Context: an optimization exercise on an open-source flow, tuned for small area, a short achievable clock period and few clock cycles per item. The choices shown serve that exercise and are no tape-out recipe. In this exercise RTL edits were held to simulation tests only and were not proved equivalent to the original.

==> flow/design.v, too long to show whole: its modules and the start of the top module <==
// module mandel_iter_pipe: 126 lines
// module mandel_part_a: 859 lines
// module mandel_part_b: 556 lines
module mandel_iter_pipe #(
    parameter int WIDTH  = 16,
    parameter int FRAC   = 13,
    parameter int ITER_W = 8,
    parameter int STAGES = 4
) (
    input  logic              Clk,
    input  logic              Reset,
    input  logic              in_valid,
    output logic              in_ready,
    input  logic [WIDTH-1:0]  in_x,
    input  logic [WIDTH-1:0]  in_y,
    input  logic [WIDTH-1:0]  in_c1,
    input  logic [WIDTH-1:0]  in_c2,
    input  logic [ITER_W-1:0] in_div,
    input  logic              in_done,
    input  logic [ITER_W-1:0] max_iter,
    output logic              out_valid,
    input  logic              out_ready,
    output logic [WIDTH-1:0]  out_x,
    output logic [WIDTH-1:0]  out_y,
    output logic [WIDTH-1:0]  out_c1,
    output logic [WIDTH-1:0]  out_c2,
    output logic [ITER_W-1:0] out_div,
    output logic              out_done
);
  // ...
==> flow/flow/run.sh <==
#!/bin/bash
set -euo pipefail
MARGIN=${MARGIN:-8.5}
bash standard.sh SETUP_SLACK_MARGIN=$MARGIN finish > standard_make.log 2>&1
==> flow/standard.sh <==
#!/bin/bash
# synth_recipe.tcl (not shown) runs the flow's synth.tcl, then flattens the netlist and writes it again
# the make line also repeats each setting of config.mk as NAME=value (left out here)
make -C /OpenROAD-flow-scripts/flow DESIGN_CONFIG=/design/flow/config.mk WORK_HOME=/design/flow/orfs CLKGATE_MAP_FILE= SYNTH_SCRIPT=/design/flow/synth_recipe.tcl "${@:-finish}"
==> flow/config.mk <==
export PLATFORM = sky130hd
export DESIGN_NAME = mandel_iter_pipe
export DESIGN_NICKNAME = mandel_iter_pipe
export VERILOG_FILES = /design/flow/design.v
export SDC_FILE = /design/flow/constraint.sdc
export NUM_CORES = 4
export LEC_CHECK = 0
export CAP_MARGIN = 20
export CORE_MARGIN = 2
export CORE_UTILIZATION = 40
export SLEW_MARGIN = 20
==> flow/constraint.sdc <==
create_clock -name core_clock -period 14.0 [get_ports {Clk}]
set_input_delay 2.8000 -clock core_clock [delete_from_list [all_inputs] [get_ports {Clk}]]
set_output_delay 2.8000 -clock core_clock [all_outputs]
set_load 0.01 [all_outputs]
==> impl_metrics.prom, run 1 <==
# TYPE chip_impl_metric gauge
chip_impl_info{name="hold_path_startpoint",value="b_q[1][37]$_DFFE_PN_"} 1
chip_impl_info{name="outcome",value="timing/DRC/antenna clean"} 1
chip_impl_metric{name="num_tap_cells",unit=""} 3402
chip_impl_metric{name="synth_area",unit="µm²"} 104000
chip_impl_metric{name="final_layout_size_suffix_gt1_frac",unit=""} 0.124
chip_impl_metric{name="die_area",unit="µm²"} 264000
chip_impl_metric{name="area.share.sequential",unit=""} 0.251
chip_impl_metric{name="grt_pass1_wl",unit="µm"} 438000
chip_impl_metric{name="fin_util",unit=""} 0.471
chip_impl_metric{name="max_cap_violations",unit=""} 0
chip_impl_metric{name="share_of_the_final_layout_cell_area_in_multi_input_gates",unit=""} 0.540
chip_impl_metric{name="num_rows",unit=""} 187
chip_impl_metric{name="clkCellAreaFrac",unit=""} 0.0363
chip_impl_info{name="cp-start-kind",value="register"} 1
chip_impl_metric{name="max_freq",unit="MHz"} 168
chip_impl_metric{name="io-pin-count",unit=""} 160
chip_impl_metric{name="finalHoldViolCount",unit=""} 0
chip_impl_metric{name="layout.buffer.nonclock.area_share",unit=""} 0.0670
chip_impl_info{name="top_library_cells_by_usage_in_the_layout_fill_and_taps_aside",value="2252 x inv_1, 1167 x fa_1, 1010 x edfxtp_1"} 1
chip_impl_info{name="post_synth_main_area_contributors",value="edfxtp_1 29%, fa_1 23%, ha_1 12%"} 1
chip_impl_metric{name="final_area",unit="µm²"} 122000
chip_impl_metric{name="muxShareOfSynthArea",unit=""} 0.0165
chip_impl_metric{name="ys.warnings.count",unit=""} 18
chip_impl_info{name="crit_path_cell_trace",value="and2_1, ha_1, inv_2, fa_1, inv_1, fa_1, inv_1, fa_1, inv_2, ha_4, and2_4, a221o_1, a221oi_4, o21a_1, o21ai_2, mux2i_1, o2111ai_2, xnor2_4, nor4b_4, buf_6, buf_12, buf_16, mux2_4"} 1
chip_impl_metric{name="data_required_time_of_the_worst_path",unit="ps"} 14550
chip_impl_metric{name="netlist_instances",unit=""} 10369
chip_impl_metric{name="detail_route.drc_violations",unit=""} 0
chip_impl_metric{name="slew_violations",unit=""} 0
Testbench counts, summed over its fixed seeds: cycles 3,272, items 3,200.
==> inputs of run 2 (changes only) <==
==> flow/flow/run.sh (replaced) <==
#!/bin/bash
set -euo pipefail
MARGIN=${MARGIN:-9.5}
bash standard.sh SETUP_SLACK_MARGIN=$MARGIN finish > standard_make.log 2>&1
==> impl_metrics.prom, run 2 <==
# TYPE chip_impl_metric gauge
chip_impl_info{name="yosys.area.top_type",value="edfxtp_1"} 1
chip_impl_metric{name="nets",unit=""} 13688
chip_impl_metric{name="ctsHtreeMaxLevel",unit=""} 4
chip_impl_metric{name="place.detailed.hpwl",unit="µm"} 201000
chip_impl_metric{name="clock-skew-final",unit="ps"} 43.0
chip_impl_info{name="clock-root-buffer",value="clkbuf_16"} 1
chip_impl_metric{name="seq_area_frac_synth",unit=""} 0.294
chip_impl_metric{name="route.final.wire_length",unit="µm"} 319000
chip_impl_metric{name="multi_input_area",unit="µm²"} 69500
chip_impl_metric{name="finalWeightedCongestion",unit=""} 0.904
chip_impl_metric{name="cts.clk_slew.worst_paths",unit="ps"} 60
chip_impl_metric{name="routed-via-count",unit=""} 76700
chip_impl_info{name="min_path_type",value="register to register"} 1
chip_impl_metric{name="cp_data_arrival_time",unit="ps"} 6520
chip_impl_metric{name="period_share",unit=""} 0.426
chip_impl_metric{name="finalHoldViolCount",unit=""} 0
chip_impl_metric{name="port_buffers",unit=""} 159
chip_impl_info{name="rsz_0062_raised_after_global_routing",value="yes"} 1
chip_impl_metric{name="floorplan.core_area",unit="µm²"} 259000
chip_impl_metric{name="finalWorstPathRequiredPeriod",unit="ps"} 5960
chip_impl_metric{name="clockBufferDepth",unit=""} 3
chip_impl_metric{name="global_route.usage.total",unit=""} 0.236
chip_impl_metric{name="relSlewSlack",unit=""} 0.271
chip_impl_metric{name="clock_latency",unit="ps"} 820
chip_impl_metric{name="ys_async_sr_fraction",unit=""} 0.00980
chip_impl_metric{name="synth.avg_cell_area",unit="µm²"} 10.0
chip_impl_metric{name="netlist_instances",unit=""} 10369
chip_impl_info{name="highest-signal-layer",value="met5"} 1
chip_impl_metric{name="via_count_of_the_first_global_routing_pass",unit=""} 80683
chip_impl_metric{name="numClockSinks",unit=""} 1020
chip_impl_info{name="top_library_cells_by_usage_in_the_layout_fill_and_taps_aside",value="2149 x inv_1, 1080 x fa_1, 1010 x edfxtp_1"} 1
chip_impl_metric{name="final_layout_size_suffix_gt1_frac",unit=""} 0.225
chip_impl_metric{name="syn_nets",unit=""} 12622
chip_impl_metric{name="cts_buffers",unit=""} 131
chip_impl_metric{name="met2_length",unit="µm"} 158000
chip_impl_info{name="setup.worst_path.class",value="register to register"} 1
chip_impl_metric{name="max_freq",unit="MHz"} 168
chip_impl_info{name="synth_flop_cell",value="edfxtp_1"} 1
chip_impl_info{name="most_common_cell_after_layout_fill_and_taps_aside",value="inv_1"} 1
chip_impl_metric{name="finalSetupViolations",unit=""} 0
chip_impl_metric{name="synth-edff-count",unit=""} 1010
chip_impl_metric{name="max_cap_violations",unit=""} 0
chip_impl_metric{name="post-synth-top-area-fraction",unit=""} 0.292
chip_impl_metric{name="vias_per_cell",unit=""} 5.13
chip_impl_info{name="largest_register",value="b_q"} 1
chip_impl_metric{name="grt_pass1_wl",unit="µm"} 476000
chip_impl_metric{name="starting_density",unit=""} 0.402
chip_impl_metric{name="fin_util",unit=""} 0.511
chip_impl_metric{name="grt-ovfl-total",unit=""} 0
chip_impl_info{name="outcome",value="timing/DRC/antenna clean"} 1
chip_impl_metric{name="drt_first_pass_iters",unit=""} 5
chip_impl_metric{name="postSynthRegisterBits",unit=""} 1020
chip_impl_info{name="post_synth_main_area_contributors",value="edfxtp_1 29%, fa_1 23%, ha_1 12%"} 1
chip_impl_info{name="worst_setup_path_end_kind",value="register"} 1
chip_impl_info{name="synthTopCellsByCount",value="2295 x inv_1, 1204 x fa_1, 1010 x edfxtp_1"} 1
chip_impl_info{name="clock_tree_from_tritoncts",value="built"} 1
chip_impl_metric{name="grt_max_degree",unit=""} 176
chip_impl_metric{name="cp_max_fo",unit=""} 8
chip_impl_info{name="layout_top_registers",value="b_q (365), a_q (292)"} 1
chip_impl_metric{name="chip_height",unit="µm"} 514
chip_impl_metric{name="floorplan.die.width",unit="µm"} 514
chip_impl_metric{name="worst-slew-pin-transition",unit="ps"} 1090
chip_impl_metric{name="number_of_distinct_standard_cells_referenced_by_the_synthesized_netlist",unit=""} 93
chip_impl_metric{name="ys.warnings.count",unit=""} 18
chip_impl_metric{name="layout-area-overhead-vs-synth",unit="%"} 27.3
chip_impl_metric{name="number_of_flip_flops_in_the_largest_register",unit=""} 365
chip_impl_metric{name="cts_hold_repair.buffers",unit=""} 0
chip_impl_metric{name="detail_route.wirelength.met1",unit="µm"} 119000
chip_impl_metric{name="final-seq-area",unit="µm²"} 30600
chip_impl_metric{name="slew_violations",unit=""} 0
chip_impl_metric{name="synth_area",unit="µm²"} 104000
chip_impl_metric{name="io-pin-count",unit=""} 160
chip_impl_metric{name="antenna_found_initial",unit=""} 9
chip_impl_metric{name="r2r_setup_slack",unit="ps"} 8040
chip_impl_metric{name="detail_route.drc_violations",unit=""} 0
chip_impl_metric{name="data_required_time_of_the_worst_path",unit="ps"} 14560
chip_impl_info{name="cp-start-kind",value="register"} 1
chip_impl_metric{name="dr_wl_met3",unit="µm"} 15700
chip_impl_metric{name="fillCellCount",unit=""} 22343
chip_impl_metric{name="fin_setup_tns",unit="ps"} 0
chip_impl_metric{name="wl_per_cell",unit="µm"} 21.3
chip_impl_metric{name="count_of_antenna_violating_nets_left_after_detailed_routing",unit=""} 0
chip_impl_metric{name="num_rows",unit=""} 187
chip_impl_metric{name="die_area",unit="µm²"} 264000
chip_impl_info{name="yosysMostFrequentCell",value="inv_1"} 1
chip_impl_metric{name="drc_marker_count_from_the_first_detailed_route_iteration",unit=""} 4582
## run 2: metal layers
layer | vias to the layer above | GRT usage
met4 | 6 | 0.152
met1 | 38679 | 0.271
met2 | 2226 | 0.413
met5 | - | 0
met3 | 855 | 0.0326
li1 | 34934 | -
## run 2: cell type report
type                       count  area share
sequential                  1020       0.231
antenna                        4   0.0000756
timing repair inverter         1   0.0000378
inverter                    2295      0.0654
clock buffer                 157      0.0257
clock inverter                82     0.00776
multi-input combinational   6726       0.525
timing repair buffer        1260       0.113
tap                         3402      0.0322
## run 2: timing repair
action                                  in CTS  in global routing
gates resized for setup                   1732                651
pin swaps                                  525                459
buffers inserted                           684                203
endpoints found under the hold margin        0                  0
endpoints found under the setup margin     542                523
gates cloned                                96                 11
## run 2: critical path, stage by stage, from the launching register on
cell	delay, ps
edfxtp_1	520
and2_1	200
ha_1	280
inv_2	40
fa_1	470
inv_1	50
fa_1	500
inv_1	50
fa_1	510
inv_2	50
ha_4	210
and2_4	130
a221o_1	340
a221oi_4	390
o21a_1	220
o21ai_2	80
mux2i_1	180
o2111ai_2	200
xnor2_4	230
nor4b_4	260
buf_6	180
buf_12	150
buf_16	160
mux2_4	300
## run 2: stage by stage
stage	cell area (µm²)	instances	setup WS, ps	hold slack, ps
2_1_floorplan	104000	10369	-1250	400
4_1_cts	128000	14729	8050	408
5_1_grt	132000	14944	7830	412
6_report	132000	14947	8040	404
3_5_place_dp	109000	13710	6940	405
3_3_place_gp	109000	13710	6960	402
## run 2: logic make-up (layout without fill, tap and decap cells)
logic type / count (synthesis) / in the layout / share of synthesized area
simple gates: 2752 / 2752 / 0.133
other cells: 0 / 4 / 0
compound gates: 1186 / 1186 / 0.0736
xor+xnor: 467 / 467 / 0.0395
buf+inv: 2623 / 3795 / 0.0954
fa+ha+maj: 2168 / 2168 / 0.348
flops: 1020 / 1020 / 0.294
mux: 153 / 153 / 0.0165
## run 2: final timing paths
| kind | depth (start not counted) | start | end |
|---|---|---|---|
| worst max-delay path | 23 | a_q[1][58]$_DFFE_PN_ | b_q[2][2]$_DFFE_PN_ |
| worst min-delay path | 0 | b_q[1][37]$_DFFE_PN_ | a_q[1][37]$_DFFE_PN_ |
| max in group asynchronous | 2 | Reset | kv_q$_DFF_PP0_ |
| worst min register to register | 0 | b_q[1][37]$_DFFE_PN_ | a_q[1][37]$_DFFE_PN_ |
| worst max register to register | 23 | a_q[1][58]$_DFFE_PN_ | b_q[2][2]$_DFFE_PN_ |
| min in group asynchronous | 2 | Reset | bv_q[4]$_DFFE_PP0N_ |
==> inputs of run 3 (changes only) <==
==> flow/run.sh (new file) <==
#!/bin/bash
# synth_recipe.tcl (not shown) runs the flow's synth.tcl, then flattens the netlist and writes it again
# the make line also repeats each setting of config.mk as NAME=value (left out here)
make -C /OpenROAD-flow-scripts/flow DESIGN_CONFIG=/design/flow/config.mk WORK_HOME=/design/flow/orfs CLKGATE_MAP_FILE= SYNTH_SCRIPT=/design/flow/synth_recipe.tcl finish
removed: flow/flow/run.sh
removed: flow/standard.sh
==> impl_metrics.prom, run 3 <==
# TYPE chip_impl_metric gauge
chip_impl_info{name="clock_tree_from_tritoncts",value="built"} 1
chip_impl_metric{name="finalHoldViolCount",unit=""} 0
chip_impl_metric{name="buffers_inserted_by_post_cts_timing_repair",unit=""} 0
chip_impl_metric{name="cts.clk_slew.worst_paths",unit="ps"} 70
chip_impl_metric{name="cts_hold_repair.buffers",unit=""} 0
chip_impl_metric{name="global_route.usage.total",unit=""} 0.199
chip_impl_metric{name="clockBufferDepth",unit=""} 3
chip_impl_metric{name="cts_buffers",unit=""} 131
chip_impl_metric{name="synth_area",unit="µm²"} 104000
chip_impl_info{name="most_common_cell_after_layout_fill_and_taps_aside",value="inv_1"} 1
chip_impl_metric{name="muxShareOfSynthArea",unit=""} 0.0165
chip_impl_metric{name="final_layout_size_suffix_gt1_frac",unit=""} 0.0462
chip_impl_info{name="clock-root-buffer",value="clkbuf_16"} 1
chip_impl_metric{name="routed-via-count",unit=""} 69921
chip_impl_metric{name="timing.reg2reg.worst_path_depth",unit=""} 22
chip_impl_metric{name="finalWeightedCongestion",unit=""} 0.904
chip_impl_metric{name="postSynthRegisterBits",unit=""} 1020
chip_impl_metric{name="ctsResizeCount",unit=""} 0
chip_impl_metric{name="post_synth_and_or_nand_nor_area_fraction",unit=""} 0.133
chip_impl_metric{name="post_synth_xor_area_fraction",unit=""} 0.0395
chip_impl_info{name="setup.worst_path.class",value="register to register"} 1
chip_impl_metric{name="synthAdderAreaFrac",unit=""} 0.348
chip_impl_metric{name="floorplan.core_area",unit="µm²"} 259000
chip_impl_metric{name="period_share",unit=""} 0.507
chip_impl_info{name="min_path_type",value="register to register"} 1
chip_impl_metric{name="grt_pass1_wl",unit="µm"} 412000
chip_impl_metric{name="count_of_antenna_violating_nets_left_after_detailed_routing",unit=""} 0
chip_impl_metric{name="post-synth-top-area-fraction",unit=""} 0.292
chip_impl_metric{name="slew_violations",unit=""} 0
chip_impl_info{name="rsz_0062_raised_after_global_routing",value="no"} 1
chip_impl_info{name="layout_top_registers",value="b_q (365), a_q (292)"} 1
chip_impl_info{name="worst_setup_path_end_kind",value="register"} 1
chip_impl_metric{name="ctsHtreeMaxLevel",unit=""} 4
chip_impl_metric{name="chip_height",unit="µm"} 514
chip_impl_metric{name="post_dp_cell_area",unit="µm²"} 109000
chip_impl_metric{name="data_required_time_of_the_worst_path",unit="ps"} 14570
chip_impl_info{name="synthTopCellsByCount",value="2295 x inv_1, 1204 x fa_1, 1010 x edfxtp_1"} 1
chip_impl_metric{name="synth-edff-count",unit=""} 1010
chip_impl_info{name="largest_register",value="b_q"} 1
chip_impl_metric{name="final_area",unit="µm²"} 114000
chip_impl_metric{name="drt_first_pass_iters",unit=""} 6
chip_impl_metric{name="finalWorstPathRequiredPeriod",unit="ps"} 7100
chip_impl_metric{name="ys.warnings.count",unit=""} 18
chip_impl_info{name="yosysMostFrequentCell",value="inv_1"} 1
chip_impl_metric{name="wl_per_cell",unit="µm"} 18.7
chip_impl_metric{name="fillCellCount",unit=""} 24387
chip_impl_metric{name="antenna_found_initial",unit=""} 8
chip_impl_metric{name="port_buffers",unit=""} 159
chip_impl_metric{name="starting_density",unit=""} 0.402
chip_impl_metric{name="finalSetupViolations",unit=""} 0
chip_impl_metric{name="layout-area-overhead-vs-synth",unit="%"} 9.46
chip_impl_metric{name="grt-ovfl-total",unit=""} 0
chip_impl_metric{name="place.detailed.hpwl",unit="µm"} 201000
chip_impl_metric{name="ys_async_sr_fraction",unit=""} 0.00980
chip_impl_metric{name="detail_route.drc_violations",unit=""} 0
chip_impl_info{name="post_synth_main_area_contributors",value="edfxtp_1 29%, fa_1 23%, ha_1 12%"} 1
chip_impl_metric{name="synth.avg_cell_area",unit="µm²"} 10.0
chip_impl_info{name="synth_flop_cell",value="edfxtp_1"} 1
chip_impl_metric{name="placed_cells",unit=""} 13710
chip_impl_info{name="largest_family_of_logic_cells_by_synthesized_area",value="adder cells"} 1
chip_impl_metric{name="io-pin-count",unit=""} 160
chip_impl_metric{name="num_rows",unit=""} 187
chip_impl_metric{name="cp_data_arrival_time",unit="ps"} 7660
chip_impl_metric{name="number_of_flip_flops_in_the_largest_register",unit=""} 365
chip_impl_metric{name="route.final.wire_length",unit="µm"} 261000
chip_impl_metric{name="max_freq",unit="MHz"} 141
chip_impl_metric{name="clock-skew-final",unit="ps"} 41.7
chip_impl_metric{name="nets",unit=""} 12694
chip_impl_metric{name="netlist_instances",unit=""} 10369
chip_impl_metric{name="numClockSinks",unit=""} 1020
chip_impl_metric{name="drc_marker_count_from_the_first_detailed_route_iteration",unit=""} 3742
chip_impl_metric{name="via_count_of_the_first_global_routing_pass",unit=""} 74146
chip_impl_metric{name="relSlewSlack",unit=""} 0.262
chip_impl_metric{name="seq_area_frac_synth",unit=""} 0.294
chip_impl_metric{name="clock_latency",unit="ps"} 810
chip_impl_metric{name="vias_per_cell",unit=""} 5.01
chip_impl_metric{name="finish.cell_count_without_fillers",unit=""} 13952
chip_impl_info{name="yosys.area.top_type",value="edfxtp_1"} 1
chip_impl_info{name="cp-start-kind",value="register"} 1
chip_impl_metric{name="max_cap_violations",unit=""} 0
chip_impl_metric{name="synth_compound_gate_area_share",unit=""} 0.0736
chip_impl_info{name="outcome",value="timing/DRC/antenna clean"} 1
chip_impl_metric{name="worst-slew-pin-transition",unit="ps"} 1110
chip_impl_metric{name="number_of_distinct_standard_cells_referenced_by_the_synthesized_netlist",unit=""} 93
chip_impl_metric{name="cp_max_fo",unit=""} 60
chip_impl_metric{name="grt_max_degree",unit=""} 176
chip_impl_metric{name="syn_nets",unit=""} 12622
chip_impl_info{name="top_library_cells_by_usage_in_the_layout_fill_and_taps_aside",value="2294 x inv_1, 1204 x fa_1, 1010 x edfxtp_1"} 1
chip_impl_metric{name="whs_path_depth",unit=""} 0
chip_impl_metric{name="floorplan.die.width",unit="µm"} 514
chip_impl_metric{name="die_area",unit="µm²"} 264000
## run 3: cell counts after synthesis
Identical to the previous run, type by type.
## run 3: cell families after synthesis
logic type | Yosys count
xor gates and xnor gates | 467
buffers and inverters | 2623
AOI/OAI and AO/OA | 1186
DFF | 1020
adders and majority gates | 2168
muxes | 153
and+or+nand+nor | 2752
## run 3: critical path: stages, from the launching register on
cell and delay (ps):
edfxtp_1 750, nand2_1 120, ha_1 310, inv_1 50, fa_1 430, fa_1 540, inv_1 50, fa_1 520
inv_1 50, fa_1 530, inv_1 40, ha_1 350, a21o_1 200, a21oi_1 180, a21bo_2 160, o21ai_0 340
a211oi_1 530, xor2_1 160, o211ai_1 230, nand2_1 160, nand2_2 180, buf_4 500, mux2_2 400
## run 3: worst paths after layout
path                                       from  slack [ps]                    to
min reg2reg                b_q[1][37]$_DFFE_PN_         410  a_q[1][37]$_DFFE_PN_
max reg2reg                a_q[3][55]$_DFFE_PN_        6900  b_q[4][69]$_DFFE_PN_
min in group asynchronous                 Reset        2260   bv_q[0]$_DFFE_PP0N_
max in group asynchronous                 Reset       11440        kv_q$_DFF_PP0_
max                        a_q[3][55]$_DFFE_PN_        6900  b_q[4][69]$_DFFE_PN_
min                        b_q[1][37]$_DFFE_PN_         410  a_q[1][37]$_DFFE_PN_
## run 3: area by class of cell
class                      count  area [µm²]  area share
antenna                        3        7.51   0.0000659
inverter                    2295        8620      0.0757
clock inverter                82        1030     0.00902
tap                         3402        4260      0.0374
sequential                  1020       30600       0.269
multi-input combinational   6726       63500       0.558
timing repair buffer         267        2430      0.0213
clock buffer                 157        3400      0.0298
## run 3: metal layers
layer,routed length [µm],up-vias,GRT usage,share of wire
met4,11600,0,0.0828,0.045
met3,10200,438,0.0247,0.039
met2,132000,1473,0.357,0.51
li1,-,32880,-,-
met5,0,-,0,0
met1,107000,35130,0.241,0.41
## run 3: per-stage QoR
stage / TNS, ps / util / setup WS (ps) / hold WS (ps)
after floorplan: -1171950 / - / -1250 / 400
after global routing: 0 / 0.440 / 6410 / 412
after CTS: 0 / 0.440 / 6910 / 408
final: 0 / 0.440 / 6900 / 406
after detailed placement: 0 / 0.422 / 6940 / 405
after global placement: 0 / 0.422 / 6960 / 402
==> inputs of run 4 (changes only) <==
==> flow/flow/run.sh (new file) <==
#!/bin/bash
set -euo pipefail
MARGIN=${MARGIN:-8.5}
R=orfs/results/sky130hd/mandel_iter_pipe/base
bash standard.sh SETUP_SLACK_MARGIN=$MARGIN synth > standard_synth.log 2>&1
python3 flow/fa_polarity.py $R/1_2_yosys.v $R/1_2_yosys_pol.v > fa_polarity.log 2>&1
mv $R/1_2_yosys_pol.v $R/1_2_yosys.v
rm -f $R/1_synth.odb $R/1_synth.sdc
bash standard.sh SETUP_SLACK_MARGIN=$MARGIN finish > standard_make.log 2>&1
==> flow/flow/fa_polarity.py (new file) <==
#!/usr/bin/env python3
"""Remove inverters around full-adder cells of a Yosys netlist by complementing full adders.

A full adder is self-dual: complementing its three inputs complements both outputs. This
pass picks, for every sky130 fa cell, whether to use it on complemented signals, so that as
few signals as possible need an inverter, then rebuilds the netlist with one inverter per
signal that some load needs complemented. Usage: fa_polarity.py IN.v OUT.v"""
import re
import sys
from collections import defaultdict

OUT_PINS = {"X", "Y", "Q", "Q_N", "SUM", "COUT", "HI", "LO", "GCLK"}
CELL_RE = re.compile(r"^  (sky130_fd_sc_hd__\w+) (\S+)\s+\($")
PIN_RE = re.compile(r"^    \.(\w+)\((.*)\),?$")


def main(src, dst):
    lines = open(src).read().split("\n")
    # module header / declarations up to the first cell, cells, trailer
    cells = []          # [type, name, [(pin, net)]]
    head, tail = [], []
    i = 0
    while i < len(lines):
        m = CELL_RE.match(lines[i])
        if m:
            pins = []
            i += 1
            while lines[i] != "  );":
                pm = PIN_RE.match(lines[i])
                assert pm, lines[i]
                pins.append([pm.group(1), pm.group(2).strip()])
                i += 1
            cells.append([m.group(1), m.group(2), pins])
        elif cells:
            tail.append(lines[i])
        else:
            head.append(lines[i])
        i += 1
    assert not any("assign" in l for l in tail + head), "assign statements not handled"
    assert not any("sky130_fd_sc_hd__" in l for l in tail), "unparsed cell"
    ports_out = set()
    for l in head:
        m = re.match(r"^  output (\[(\d+):(\d+)\] )?(\S+);$", l)
        if m:
            if m.group(1):
                for b in range(int(m.group(3)), int(m.group(2)) + 1):
                    ports_out.add(f"{m.group(4)}[{b}]")
            else:
                ports_out.add(m.group(4))

    def is_inv(c):
        return re.match(r"sky130_fd_sc_hd__(clk)?inv_\d+$", c[0]) is not None

    driver = {}
    for ci, c in enumerate(cells):
        for p, n in c[2]:
            if p in OUT_PINS:
                driver[n] = (ci, p)
    # inverters we may remove: not driving an output port
    inv_in = {}
    removable = set()
    for ci, c in enumerate(cells):
        if is_inv(c):
            d = dict(c[2])
            if d["Y"] not in ports_out:
                inv_in[d["Y"]] = d["A"]
                removable.add(ci)

    def base(n):
        f = 0
        while n in inv_in:
            n = inv_in[n]
            f ^= 1
        return n, f

    is_fa = [c[0].startswith("sky130_fd_sc_hd__fa_") for c in cells]
    # sinks: (cell index, pin index) with base net and required inversion
    sink_base, sink_inv, sink_cell = [], [], []
    net_sinks = defaultdict(list)
    for ci, c in enumerate(cells):
        if ci in removable:
            continue
        for pi, (p, n) in enumerate(c[2]):
            if p in OUT_PINS:
                continue
            b, f = base(n)
            s = len(sink_base)
            sink_base.append(b)
            sink_inv.append(f)
            sink_cell.append((ci, pi))
            net_sinks[b].append(s)
    flip = [0] * len(cells)
    need = defaultdict(int)      # base net -> number of sinks needing an inverter
    for s, b in enumerate(sink_base):
        need[b] += sink_inv[s]

    def cost(b):
        return 1 if need[b] > 0 else 0

    fa_in = defaultdict(list)    # fa cell -> its input sinks
    for s, (ci, pi) in enumerate(sink_cell):
        if is_fa[ci]:
            fa_in[ci].append(s)
    fa_out = {ci: [n for p, n in cells[ci][2] if p in ("SUM", "COUT")]
              for ci in range(len(cells)) if is_fa[ci]}
    before = sum(cost(b) for b in list(need))

    def apply(ci):
        for s in fa_in[ci]:
            need[sink_base[s]] += 1 - 2 * sink_inv[s]
            sink_inv[s] ^= 1
        for o in fa_out[ci]:
            for s in net_sinks[o]:
                need[o] += 1 - 2 * sink_inv[s]
                sink_inv[s] ^= 1
        flip[ci] ^= 1

    def delta(ci):
        nets = {sink_base[s] for s in fa_in[ci]} | set(fa_out[ci])
        c0 = sum(cost(b) for b in nets)
        apply(ci)
        c1 = sum(cost(b) for b in nets)
        apply(ci)
        return c1 - c0

    # a full adder driving an output port keeps its polarity
    fas = [ci for ci in range(len(cells)) if is_fa[ci] and not set(fa_out[ci]) & ports_out]
    for it in range(20):
        moved = 0
        for ci in fas:
            if delta(ci) < 0:
                apply(ci)
                moved += 1
        if not moved:
            break
    after = sum(cost(b) for b in list(need))
    # rebuild
    newinv = {}
    out_cells = []
    k = 0
    for b in sorted(need):
        if need[b] > 0:
            nn = f"_polinv_{k}_"
            newinv[b] = nn
            out_cells.append(["sky130_fd_sc_hd__inv_1", f"_polinv_cell_{k}_", [["A", b], ["Y", nn]]])
            k += 1
    for s in range(len(sink_base)):
        ci, pi = sink_cell[s]
        b = sink_base[s]
        cells[ci][2][pi][1] = newinv[b] if sink_inv[s] else b
    body = []
    for ci, c in enumerate(cells):
        if ci not in removable:
            out_cells.append(c)
    decl = [f"  wire {nn};" for nn in newinv.values()]
    for c in out_cells:
        body.append(f"  {c[0]} {c[1]} (" if not c[1].startswith("\\") else f"  {c[0]} {c[1]}  (")
        body.append(",\n".join(f"    .{p}({n} )" if n.startswith("\\") else f"    .{p}({n})"
                                for p, n in c[2]))
        body.append("  );")
    # the head ends just before the first cell: declarations go there
    out = head + decl + body + tail
    open(dst, "w").write("\n".join(out))
    sys.stderr.write(f"fa_polarity: {len(fas)} full adders, {sum(flip)} complemented; "
                     f"inverters {len(removable)} removable -> {k} (signals needing one: {before} -> {after})\n")


if __name__ == "__main__":
    main(sys.argv[1], sys.argv[2])
==> flow/standard.sh (new file) <==
#!/bin/bash
# synth_recipe.tcl (not shown) runs the flow's synth.tcl, then flattens the netlist and writes it again
# the make line also repeats each setting of config.mk as NAME=value (left out here)
make -C /OpenROAD-flow-scripts/flow DESIGN_CONFIG=/design/flow/config.mk WORK_HOME=/design/flow/orfs CLKGATE_MAP_FILE= SYNTH_SCRIPT=/design/flow/synth_recipe.tcl "${@:-finish}"
removed: flow/run.sh
==> impl_metrics.prom, run 4 <==
# TYPE chip_impl_metric gauge
chip_impl_metric{name="period_share",unit=""} 0.413
chip_impl_metric{name="io-pin-count",unit=""} 160
chip_impl_info{name="clock_tree_from_tritoncts",value="built"} 1
chip_impl_info{name="worst_setup_path_end_kind",value="register"} 1
chip_impl_metric{name="num_rows",unit=""} 182
chip_impl_metric{name="clock-skew-final",unit="ps"} 34.8
chip_impl_metric{name="count_of_antenna_violating_nets_left_after_detailed_routing",unit=""} 0
chip_impl_metric{name="hold_slack",unit="ps"} 399
chip_impl_metric{name="whs_path_depth",unit=""} 0
chip_impl_metric{name="final_layout_size_suffix_gt1_frac",unit=""} 0.128
chip_impl_metric{name="grt_pass1_wl",unit="µm"} 411000
chip_impl_metric{name="port_buffers",unit=""} 159
chip_impl_metric{name="ctsHtreeMaxLevel",unit=""} 4
chip_impl_metric{name="finalHoldViolCount",unit=""} 0
chip_impl_metric{name="place.detailed.hpwl",unit="µm"} 191000
chip_impl_info{name="setup.worst_path.class",value="register to register"} 1
chip_impl_info{name="rsz_0062_raised_after_global_routing",value="yes"} 1
chip_impl_info{name="min_path_type",value="register to register"} 1
chip_impl_metric{name="route.final.wire_length",unit="µm"} 268000
chip_impl_metric{name="synth_area",unit="µm²"} 98600
chip_impl_metric{name="drc_marker_count_from_the_first_detailed_route_iteration",unit=""} 4083
chip_impl_metric{name="finalWeightedCongestion",unit=""} 0.876
chip_impl_metric{name="via_count_of_the_first_global_routing_pass",unit=""} 71276
chip_impl_metric{name="grt-ovfl-total",unit=""} 0
chip_impl_metric{name="clockBufferDepth",unit=""} 3
chip_impl_metric{name="vias_per_cell",unit=""} 5.29
chip_impl_info{name="layout_top_registers",value="b_q (365), a_q (292)"} 1
chip_impl_info{name="regToRegStartpoint",value="a_q[1][58]$_DFFE_PN_"} 1
chip_impl_metric{name="clock_latency",unit="ps"} 800
chip_impl_metric{name="nets",unit=""} 11625
chip_impl_info{name="hold_path_end",value="a_q[2][21]$_DFFE_PN_"} 1
chip_impl_info{name="largest_register",value="b_q"} 1
chip_impl_metric{name="cts_buffers",unit=""} 130
chip_impl_metric{name="floorplan.die.width",unit="µm"} 501
chip_impl_metric{name="multi_input_area",unit="µm²"} 65900
chip_impl_metric{name="fillCellCount",unit=""} 22118
chip_impl_metric{name="finalWorstPathRequiredPeriod",unit="ps"} 5780
chip_impl_info{name="top_library_cells_by_usage_in_the_layout_fill_and_taps_aside",value="1132 x fa_1, 1010 x edfxtp_1, 925 x nand2_1"} 1
chip_impl_metric{name="syn_nets",unit=""} 11190
chip_impl_metric{name="starting_density",unit=""} 0.402
chip_impl_info{name="most_common_cell_after_layout_fill_and_taps_aside",value="fa_1"} 1
chip_impl_metric{name="detail_route.drc_violations",unit=""} 0
chip_impl_metric{name="cp_max_fo",unit=""} 7
chip_impl_metric{name="wl_per_cell",unit="µm"} 21.1
chip_impl_info{name="outcome",value="timing/DRC/antenna clean"} 1
chip_impl_metric{name="cts.clk_slew.worst_paths",unit="ps"} 60
chip_impl_metric{name="routed-via-count",unit=""} 67136
chip_impl_metric{name="final-seq-area",unit="µm²"} 30600
chip_impl_metric{name="layout-area-overhead-vs-synth",unit="%"} 16.2
chip_impl_metric{name="ys.warnings.count",unit=""} 18
chip_impl_metric{name="chip_height",unit="µm"} 501
chip_impl_metric{name="grt_max_degree",unit=""} 162
chip_impl_metric{name="drt_first_pass_iters",unit=""} 6
chip_impl_metric{name="antenna_found_initial",unit=""} 15
chip_impl_metric{name="r2r_setup_slack",unit="ps"} 8220
chip_impl_info{name="cp-start-kind",value="register"} 1
chip_impl_info{name="worst_r2r_endpoint",value="b_q[2][6]$_DFFE_PN_"} 1
chip_impl_metric{name="global_route.usage.total",unit=""} 0.212
chip_impl_metric{name="fin_util",unit=""} 0.467
chip_impl_metric{name="relSlewSlack",unit=""} 0.348
chip_impl_metric{name="data_required_time_of_the_worst_path",unit="ps"} 14530
chip_impl_metric{name="worst-slew-pin-transition",unit="ps"} 975
chip_impl_info{name="hold_path_startpoint",value="b_q[2][21]$_DFFE_PN_"} 1
chip_impl_metric{name="finalSetupViolations",unit=""} 0
chip_impl_metric{name="final_area",unit="µm²"} 115000
chip_impl_metric{name="timing.reg2reg.worst_path_depth",unit=""} 22
chip_impl_metric{name="numClockSinks",unit=""} 1020
chip_impl_metric{name="number_of_flip_flops_in_the_largest_register",unit=""} 365
chip_impl_metric{name="die_area",unit="µm²"} 251000
chip_impl_metric{name="synth.avg_cell_area",unit="µm²"} 11.0
chip_impl_metric{name="max_cap_violations",unit=""} 0
chip_impl_metric{name="post_dp_cell_area",unit="µm²"} 104000
chip_impl_metric{name="fin_setup_tns",unit="ps"} 0
chip_impl_metric{name="netlist_instances",unit=""} 8937
chip_impl_info{name="clock-root-buffer",value="clkbuf_16"} 1
chip_impl_metric{name="max_freq",unit="MHz"} 173
chip_impl_metric{name="cp_data_arrival_time",unit="ps"} 6310
chip_impl_metric{name="slew_violations",unit=""} 0
chip_impl_metric{name="floorplan.core_area",unit="µm²"} 245000
run 4: changes by cell type in the layout (fill, tap and decap cells not counted), moves of 34 or more:
cell     change
buf_4      +201
fa_2        +72
ha_4        +46
ha_1        -54
buf_6       +77
mux2_4      +54
nand2_1     -63
buf_12      +39
inv_1     -1434
o21ai_0     -66
nand2_2     +34
fa_1        -72
run 4: timing repair:
action / in CTS / in global routing
pin swaps: 115 / 170
cloned: 18 / 16
endpoints found under the setup margin: 250 / 195
gates resized for setup: 309 / 428
hold endpoints to repair: 0 / 0
buffers inserted: 246 / 66
hold buffers: 0 / 0
run 4: per-layer routing:
layer,vias up,GRT usage,routed length (µm)
met1,34271,0.261,109000
li1,30784,-,-
met4,4,0.0856,12800
met5,-,0,29
met3,460,0.0255,11800
met2,1617,0.375,134000
run 4: how the worst max path moves through the flow:
stage                     cells past startpoint                      end                  from  slack, ps
after floorplan                               3      a_q[0][0]$_DFFE_PN_        kv_q$_DFF_PP0_      -1250
after global placement                       18  b_q[4][0]$_SDFFCE_PP1N_  a_q[3][54]$_DFFE_PN_       6980
after detailed placement                     18  b_q[4][0]$_SDFFCE_PP1N_  a_q[3][52]$_DFFE_PN_       6970
after CTS                                    20  b_q[4][0]$_SDFFCE_PP1N_  a_q[3][54]$_DFFE_PN_       8250
after global routing                         22      b_q[2][6]$_DFFE_PN_  a_q[1][58]$_DFFE_PN_       8060
final                                        22      b_q[2][6]$_DFFE_PN_  a_q[1][58]$_DFFE_PN_       8220
run 4: critical path, stage by stage (launching register included):
cell and delay (ps):
edfxtp_1 470, nand2_2 90, fa_2 550, inv_2 40
fa_2 330, fa_1 460, fa_1 540, ha_4 220
and2_4 140, a221o_1 350, a221oi_4 340, o21a_1 250
o21ai_4 70, mux2i_1 170, o2111ai_2 190, xnor2_4 230
nor4b_4 290, buf_6 150, buf_12 130, buf_16 140
buf_12 140, nand2_4 60, xnor2_2 140
run 4: layout make-up:
class | count | area share
multi-input combinational | 6726 | 0.574
sequential | 1020 | 0.267
tap | 3220 | 0.0351
timing repair buffer | 630 | 0.0580
timing repair inverter | 1 | 0.0000437
clock inverter | 74 | 0.00729
inverter | 863 | 0.0283
clock buffer | 155 | 0.0299
antenna | 4 | 0.0000873
run 4: metrics by stage:
stage / worst slack (ps) / instances
6_report: 8220 / 12693
4_1_cts: 8250 / 12607
3_3_place_gp: 6980 / 12113
5_1_grt: 8060 / 12691
3_5_place_dp: 6970 / 12114
2_1_floorplan: -1250 / 8937
==> inputs of run 5 (changes only) <==
--- a/flow/flow/run.sh
+++ b/flow/flow/run.sh
@@ -2,3 +2,3 @@
 set -euo pipefail
-MARGIN=${MARGIN:-8.5}
+MARGIN=${MARGIN:-8}
 R=orfs/results/sky130hd/mandel_iter_pipe/base
==> impl_metrics.prom, run 5 <==
# TYPE chip_impl_metric gauge
chip_impl_metric{name="final-seq-area",unit="µm²"} 30600
chip_impl_metric{name="final_area",unit="µm²"} 110000
chip_impl_metric{name="data_required_time_of_the_worst_path",unit="ps"} 14510
chip_impl_metric{name="drt_first_pass_iters",unit=""} 5
chip_impl_info{name="hold_path_end",value="a_q[2][21]$_DFFE_PN_"} 1
chip_impl_info{name="cp-start-kind",value="register"} 1
chip_impl_metric{name="grt_pass1_wl",unit="µm"} 399000
chip_impl_metric{name="max_freq",unit="MHz"} 170
chip_impl_metric{name="cp_max_fo",unit=""} 3
chip_impl_metric{name="slew_violations",unit=""} 0
chip_impl_metric{name="post_dp_cell_area",unit="µm²"} 104000
chip_impl_metric{name="route.final.wire_length",unit="µm"} 259000
chip_impl_metric{name="chip_height",unit="µm"} 501
chip_impl_metric{name="cts_buffers",unit=""} 130
chip_impl_metric{name="period_share",unit=""} 0.420
chip_impl_metric{name="max_cap_violations",unit=""} 0
chip_impl_metric{name="timing.reg2reg.worst_path_depth",unit=""} 26
chip_impl_metric{name="syn_nets",unit=""} 11190
chip_impl_info{name="hold_path_startpoint",value="b_q[2][21]$_DFFE_PN_"} 1
chip_impl_metric{name="worst_slack",unit="ps"} 8120
chip_impl_metric{name="fillCellCount",unit=""} 22552
chip_impl_metric{name="wl_per_cell",unit="µm"} 20.7
chip_impl_metric{name="multi_input_area",unit="µm²"} 64100
chip_impl_info{name="most_common_cell_after_layout_fill_and_taps_aside",value="fa_1"} 1
chip_impl_metric{name="relSlewSlack",unit=""} 0.361
chip_impl_metric{name="routed-via-count",unit=""} 66008
chip_impl_info{name="clock_tree_from_tritoncts",value="built"} 1
chip_impl_metric{name="via_count_of_the_first_global_routing_pass",unit=""} 69705
chip_impl_metric{name="cts.clk_slew.worst_paths",unit="ps"} 60
chip_impl_metric{name="clockBufferDepth",unit=""} 3
chip_impl_info{name="rsz_0062_raised_after_global_routing",value="yes"} 1
chip_impl_metric{name="r2r_setup_slack",unit="ps"} 8120
chip_impl_metric{name="ctsHtreeMaxLevel",unit=""} 4
chip_impl_metric{name="synth.avg_cell_area",unit="µm²"} 11.0
chip_impl_metric{name="finalWorstPathRequiredPeriod",unit="ps"} 5880
chip_impl_metric{name="synth_area",unit="µm²"} 98600
chip_impl_metric{name="layout-area-overhead-vs-synth",unit="%"} 12.0
chip_impl_metric{name="cp_data_arrival_time",unit="ps"} 6390
chip_impl_metric{name="floorplan.core_area",unit="µm²"} 245000
chip_impl_metric{name="antenna_found_initial",unit=""} 16
chip_impl_info{name="outcome",value="timing/DRC/antenna clean"} 1
chip_impl_metric{name="starting_density",unit=""} 0.402
chip_impl_info{name="clock-root-buffer",value="clkbuf_16"} 1
chip_impl_metric{name="detail_route.drc_violations",unit=""} 0
chip_impl_metric{name="hold_slack",unit="ps"} 399
chip_impl_metric{name="final_layout_size_suffix_gt1_frac",unit=""} 0.0788
chip_impl_info{name="worst_r2r_endpoint",value="b_q[4][6]$_DFFE_PN_"} 1
chip_impl_metric{name="cts_hold_repair.buffers",unit=""} 0
chip_impl_info{name="worst_setup_path_end_kind",value="register"} 1
chip_impl_metric{name="vias_per_cell",unit=""} 5.28
chip_impl_metric{name="global_route.usage.total",unit=""} 0.205
chip_impl_metric{name="grt_max_degree",unit=""} 162
chip_impl_info{name="regToRegStartpoint",value="a_q[3][54]$_DFFE_PN_"} 1
chip_impl_metric{name="floorplan.die.width",unit="µm"} 501
chip_impl_metric{name="fin_setup_tns",unit="ps"} 0
chip_impl_metric{name="drc_marker_count_from_the_first_detailed_route_iteration",unit=""} 4225
chip_impl_metric{name="worst-slew-pin-transition",unit="ps"} 959
chip_impl_info{name="layout_top_registers",value="b_q (365), a_q (292)"} 1
chip_impl_metric{name="numClockSinks",unit=""} 1020
chip_impl_metric{name="count_of_antenna_violating_nets_left_after_detailed_routing",unit=""} 0
chip_impl_metric{name="num_rows",unit=""} 182
chip_impl_metric{name="finalWeightedCongestion",unit=""} 0.876
chip_impl_info{name="min_path_type",value="register to register"} 1
chip_impl_info{name="largest_register",value="b_q"} 1
chip_impl_metric{name="number_of_flip_flops_in_the_largest_register",unit=""} 365
chip_impl_metric{name="worst_setup_slack_before_clock_tree_synthesis",unit="ps"} 6970
chip_impl_metric{name="netlist_instances",unit=""} 8937
chip_impl_metric{name="die_area",unit="µm²"} 251000
chip_impl_metric{name="place.detailed.hpwl",unit="µm"} 191000
chip_impl_metric{name="whs_path_depth",unit=""} 0
chip_impl_metric{name="clock-skew-final",unit="ps"} 35.2
chip_impl_info{name="setup.worst_path.class",value="register to register"} 1
chip_impl_metric{name="port_buffers",unit=""} 159
chip_impl_metric{name="io-pin-count",unit=""} 160
chip_impl_metric{name="clock_latency",unit="ps"} 790
chip_impl_metric{name="finalSetupViolations",unit=""} 0
chip_impl_metric{name="grt-ovfl-total",unit=""} 0
chip_impl_metric{name="ys.warnings.count",unit=""} 18
chip_impl_metric{name="nets",unit=""} 11447
chip_impl_metric{name="finalHoldViolCount",unit=""} 0
chip_impl_info{name="top_library_cells_by_usage_in_the_layout_fill_and_taps_aside",value="1189 x fa_1, 1010 x edfxtp_1, 986 x nand2_1"} 1
## run 5: worst max-delay path, cell delays in order (launching register included)
cell and delay [ps]:
edfxtp_1 410, buf_6 150, buf_6 110, and2_4 130
ha_4 160, fa_2 360, fa_1 560, fa_1 450
fa_1 600, ha_4 220, a21o_1 190, a21oi_2 150
o21bai_1 100, a31o_2 280, a211oi_4 270, xor2_1 120
o211ai_1 260, nand2_2 130, buf_6 140, buf_4 130
buf_6 110, buf_6 100, buf_6 100, buf_6 100
buf_6 110, nand3_2 70, xnor2_1 70
## run 5: final cells by class
class / instances / share of cell area
multi-input combinational: 6726 / 0.580
sequential: 1020 / 0.277
timing repair buffer: 452 / 0.0387
tap: 3220 / 0.0365
clock buffer: 155 / 0.0311
inverter: 863 / 0.0294
clock inverter: 74 / 0.00757
timing repair inverter: 1 / 0.0000453
antenna: 2 / 0.0000453
## run 5: worst max path at each step
stage,startpoint,endpoint,slack [ps],cells past startpoint
floorplan,kv_q$_DFF_PP0_,a_q[0][0]$_DFFE_PN_,-1250,3
global placement,a_q[3][54]$_DFFE_PN_,b_q[4][0]$_SDFFCE_PP1N_,6980,18
detailed placement,a_q[3][52]$_DFFE_PN_,b_q[4][0]$_SDFFCE_PP1N_,6970,18
CTS,a_q[1][54]$_DFFE_PN_,b_q[2][42]$_DFFE_PN_,7960,19
global route,a_q[3][54]$_DFFE_PN_,b_q[4][3]$_DFFE_PN_,7940,26
finish,a_q[3][54]$_DFFE_PN_,b_q[4][6]$_DFFE_PN_,8120,26
## run 5: metal layers
| metal | up-vias | part of all wire | track usage |
|---|---|---|---|
| li1 | 30402 | - | - |
| met1 | 33584 | 0.41 | 0.256 |
| met2 | 1610 | 0.50 | 0.362 |
| met3 | 412 | 0.043 | 0.0243 |
| met4 | 0 | 0.042 | 0.0768 |
| met5 | - | 0 | 0 |
## run 5: through the flow
stage	instances	util
3_3_place_gp	12113	0.423
5_1_grt	12513	0.450
2_1_floorplan	8937	-
3_5_place_dp	12114	0.424
4_1_cts	12432	0.445
6_report	12513	0.450
## run 5: repair_timing
action                                  CTS  global route
gates resized for setup                  41            80
endpoints found under the setup margin  212           133
cloned                                    2            11
buffers inserted                         87            68
pin swaps                                15            42
==> inputs of run 6 (changes only) <==
--- a/flow/flow/run.sh
+++ b/flow/flow/run.sh
@@ -2,3 +2,3 @@
 set -euo pipefail
-MARGIN=${MARGIN:-8}
+MARGIN=${MARGIN:-7.5}
 R=orfs/results/sky130hd/mandel_iter_pipe/base
==> impl_metrics.prom, run 6 <==
# TYPE chip_impl_metric gauge
chip_impl_metric{name="cp_data_arrival_time",unit="ps"} 6740
chip_impl_metric{name="final-seq-area",unit="µm²"} 30600
chip_impl_info{name="setup.worst_path.class",value="register to register"} 1
chip_impl_metric{name="worstPathBufferInverterCount",unit=""} 2
chip_impl_metric{name="detail_route.drc_violations",unit=""} 0
chip_impl_info{name="rsz_0062_raised_after_global_routing",value="no"} 1
chip_impl_metric{name="num_rows",unit=""} 182
chip_impl_metric{name="syn_nets",unit=""} 11190
chip_impl_metric{name="floorplan.core_area",unit="µm²"} 245000
chip_impl_metric{name="ctsHtreeMaxLevel",unit=""} 4
chip_impl_info{name="outcome",value="timing/DRC/antenna clean"} 1
chip_impl_metric{name="data_required_time_of_the_worst_path",unit="ps"} 14500
chip_impl_metric{name="count_of_antenna_violating_nets_left_after_detailed_routing",unit=""} 0
chip_impl_info{name="cp-start-kind",value="register"} 1
chip_impl_metric{name="route.final.wire_length",unit="µm"} 251000
chip_impl_metric{name="final_layout_size_suffix_gt1_frac",unit=""} 0.0596
chip_impl_metric{name="synth.avg_cell_area",unit="µm²"} 11.0
chip_impl_info{name="largest_register",value="b_q"} 1
chip_impl_info{name="min_path_type",value="register to register"} 1
chip_impl_metric{name="chip_height",unit="µm"} 501
chip_impl_metric{name="routed-via-count",unit=""} 65021
chip_impl_metric{name="clock_latency",unit="ps"} 790
chip_impl_metric{name="via_count_of_the_first_global_routing_pass",unit=""} 69220
chip_impl_metric{name="finalHoldViolCount",unit=""} 0
chip_impl_metric{name="cts_buffers",unit=""} 130
chip_impl_info{name="cp_common_cell",value="fa_1"} 1
chip_impl_metric{name="vias_per_cell",unit=""} 5.25
chip_impl_metric{name="netlist_instances",unit=""} 8937
chip_impl_metric{name="cts.clk_slew.worst_paths",unit="ps"} 60
chip_impl_info{name="most_common_cell_after_layout_fill_and_taps_aside",value="fa_1"} 1
chip_impl_metric{name="slew_violations",unit=""} 0
chip_impl_metric{name="max_freq",unit="MHz"} 160
chip_impl_info{name="crit_path_cell_trace",value="buf_4, and2_1, ha_1, fa_1, fa_1, fa_1, fa_1, ha_4, a21o_1, a21oi_2, o21bai_1, a31o_2, a2111oi_2, or2_2, o2111ai_1, nand2_1, nand2_2, buf_12, or4b_2"} 1
chip_impl_metric{name="global_route.usage.total",unit=""} 0.202
chip_impl_metric{name="grt_pass1_wl",unit="µm"} 395000
chip_impl_metric{name="worst-slew-pin-transition",unit="ps"} 1110
chip_impl_metric{name="multi_input_area",unit="µm²"} 63600
chip_impl_metric{name="finalWorstPathRequiredPeriod",unit="ps"} 6250
chip_impl_metric{name="placed_cells",unit=""} 12114
chip_impl_metric{name="period_share",unit=""} 0.446
chip_impl_metric{name="synth_area",unit="µm²"} 98600
chip_impl_metric{name="nets",unit=""} 11322
chip_impl_info{name="critical_path.top_delay_family",value="adder cells"} 1
chip_impl_metric{name="max_cap_violations",unit=""} 0
chip_impl_metric{name="worst_path_largest_cell_delay",unit="ps"} 620
chip_impl_info{name="clock-root-buffer",value="clkbuf_16"} 1
chip_impl_metric{name="io-pin-count",unit=""} 160
chip_impl_metric{name="floorplan.die.width",unit="µm"} 501
chip_impl_metric{name="number_of_flip_flops_in_the_largest_register",unit=""} 365
chip_impl_metric{name="grt_max_degree",unit=""} 162
chip_impl_metric{name="drc_marker_count_from_the_first_detailed_route_iteration",unit=""} 3974
chip_impl_metric{name="antenna_found_initial",unit=""} 16
chip_impl_metric{name="starting_density",unit=""} 0.402
chip_impl_metric{name="ys.warnings.count",unit=""} 18
chip_impl_metric{name="wl_per_cell",unit="µm"} 20.3
chip_impl_metric{name="fillCellCount",unit=""} 22709
chip_impl_info{name="top_library_cells_by_usage_in_the_layout_fill_and_taps_aside",value="1204 x fa_1, 1010 x edfxtp_1, 988 x nand2_1"} 1
chip_impl_info{name="clock_tree_from_tritoncts",value="built"} 1
chip_impl_metric{name="finalSetupViolations",unit=""} 0
chip_impl_metric{name="layout-area-overhead-vs-synth",unit="%"} 10.2
chip_impl_metric{name="grt-ovfl-total",unit=""} 0
chip_impl_metric{name="cp_max_fo",unit=""} 67
chip_impl_metric{name="finalWeightedCongestion",unit=""} 0.876
chip_impl_metric{name="place.detailed.hpwl",unit="µm"} 191000
chip_impl_metric{name="drt_first_pass_iters",unit=""} 6
chip_impl_metric{name="clockBufferDepth",unit=""} 3
chip_impl_info{name="worst_setup_path_end_kind",value="register"} 1
chip_impl_metric{name="numClockSinks",unit=""} 1020
chip_impl_metric{name="finish.cell_count_without_fillers",unit=""} 12388
chip_impl_metric{name="clock-skew-final",unit="ps"} 35.3
chip_impl_metric{name="port_buffers",unit=""} 159
chip_impl_metric{name="die_area",unit="µm²"} 251000
chip_impl_info{name="layout_top_registers",value="b_q (365), a_q (292)"} 1
chip_impl_info{name="timing.critical_path.slowest_stage_cell",value="or4b_2"} 1
chip_impl_metric{name="relSlewSlack",unit=""} 0.257
run 6: cell type report:
class / count / share of cell area
Multi-Input combinational cell: 6726 / 0.585
Sequential cell: 1020 / 0.281
Tap cell: 3220 / 0.0371
Clock buffer: 155 / 0.0316
Inverter: 863 / 0.0298
Timing Repair Buffer: 328 / 0.0272
Clock inverter: 74 / 0.00769
Antenna cell: 2 / 0.0000461
run 6: path summary, 6_finish.rpt:
| check | start | to | slack [ps] | depth (start not counted) |
|---|---|---|---|---|
| min | b_q[2][21]$_DFFE_PN_ | a_q[2][21]$_DFFE_PN_ | 400 | 0 |
| max reg2reg | a_q[3][54]$_DFFE_PN_ | b_q[4][0]$_SDFFCE_PP1N_ | 7750 | 19 |
| max in group asynchronous | Reset | kv_q$_DFF_PP0_ | 11360 | 2 |
| min in group asynchronous | Reset | bv_q[4]$_DFFE_PP0N_ | 2320 | 2 |
| max | a_q[3][54]$_DFFE_PN_ | b_q[4][0]$_SDFFCE_PP1N_ | 7750 | 19 |
| min reg2reg | b_q[2][21]$_DFFE_PN_ | a_q[2][21]$_DFFE_PN_ | 400 | 0 |
run 6: repair_timing:
item | 4_1_cts | 5_1_grt
endpoints found under the setup margin | 72 | 120
gates cloned | 0 | 0
pin swaps | 0 | 1
resized for setup | 5 | 13
hold buffers | 0 | 0
buffers inserted | 6 | 37
endpoints found under the hold margin | 0 | 0
run 6: through the flow:
step                TNS (ps)  worst slack [ps]  utilization  hold slack (ps)  instance area (µm²)
global placement           0              6980        0.423              402               104000
detailed placement         0              6970        0.424              405               104000
floorplan           -1171950             -1250            -              400                98700
CTS                        0              7510        0.441              399               108000
global route               0              7510        0.443              414               109000
finish                     0              7750        0.443              400               109000
run 6: routing by layer:
metal / routed length, µm / vias to the layer above / track usage
li1: - / 30142 / -
met1: 105000 / 33034 / 0.253
met2: 126000 / 1464 / 0.357
met3: 10100 / 379 / 0.0251
met4: 10000 / 2 / 0.0757
met5: 8 / - / 0

[port drivers added, routing unchanged]
Ports are ideal in the flow. The routed layouts listed here were re-timed in OpenROAD. Step 1 assumes that a clkbuf_16 drives the clock port and a buf_2 every other input. Step 2, shift: input delay + t, output delay - t, t = (earliest + latest rising clock arrival at the registers) / 2. This alone moves slack from input paths to output paths. Slacks: ideal / step 1 / step 2; pairs: ideal / step 1.
run	t (ns)	setup slack, ns	worst setup path after step 2	latest minus earliest clock arrival (ns)
run 1	0.896	8.037 / 8.037 / 8.037	register to register	0.050 / 0.050
run 2	0.897	8.039 / 8.039 / 8.039	register to register	0.053 / 0.053
run 3	0.885	6.904 / 6.904 / 6.904	register to register	0.046 / 0.046
run 4	0.865	8.221 / 8.221 / 8.221	register to register	0.053 / 0.053
run 5	0.859	8.121 / 8.121 / 8.121	register to register	0.049 / 0.050
run 6	0.857	7.753 / 7.753 / 7.753	register to register	0.052 / 0.052
After both steps setup and hold are still met in every run listed.
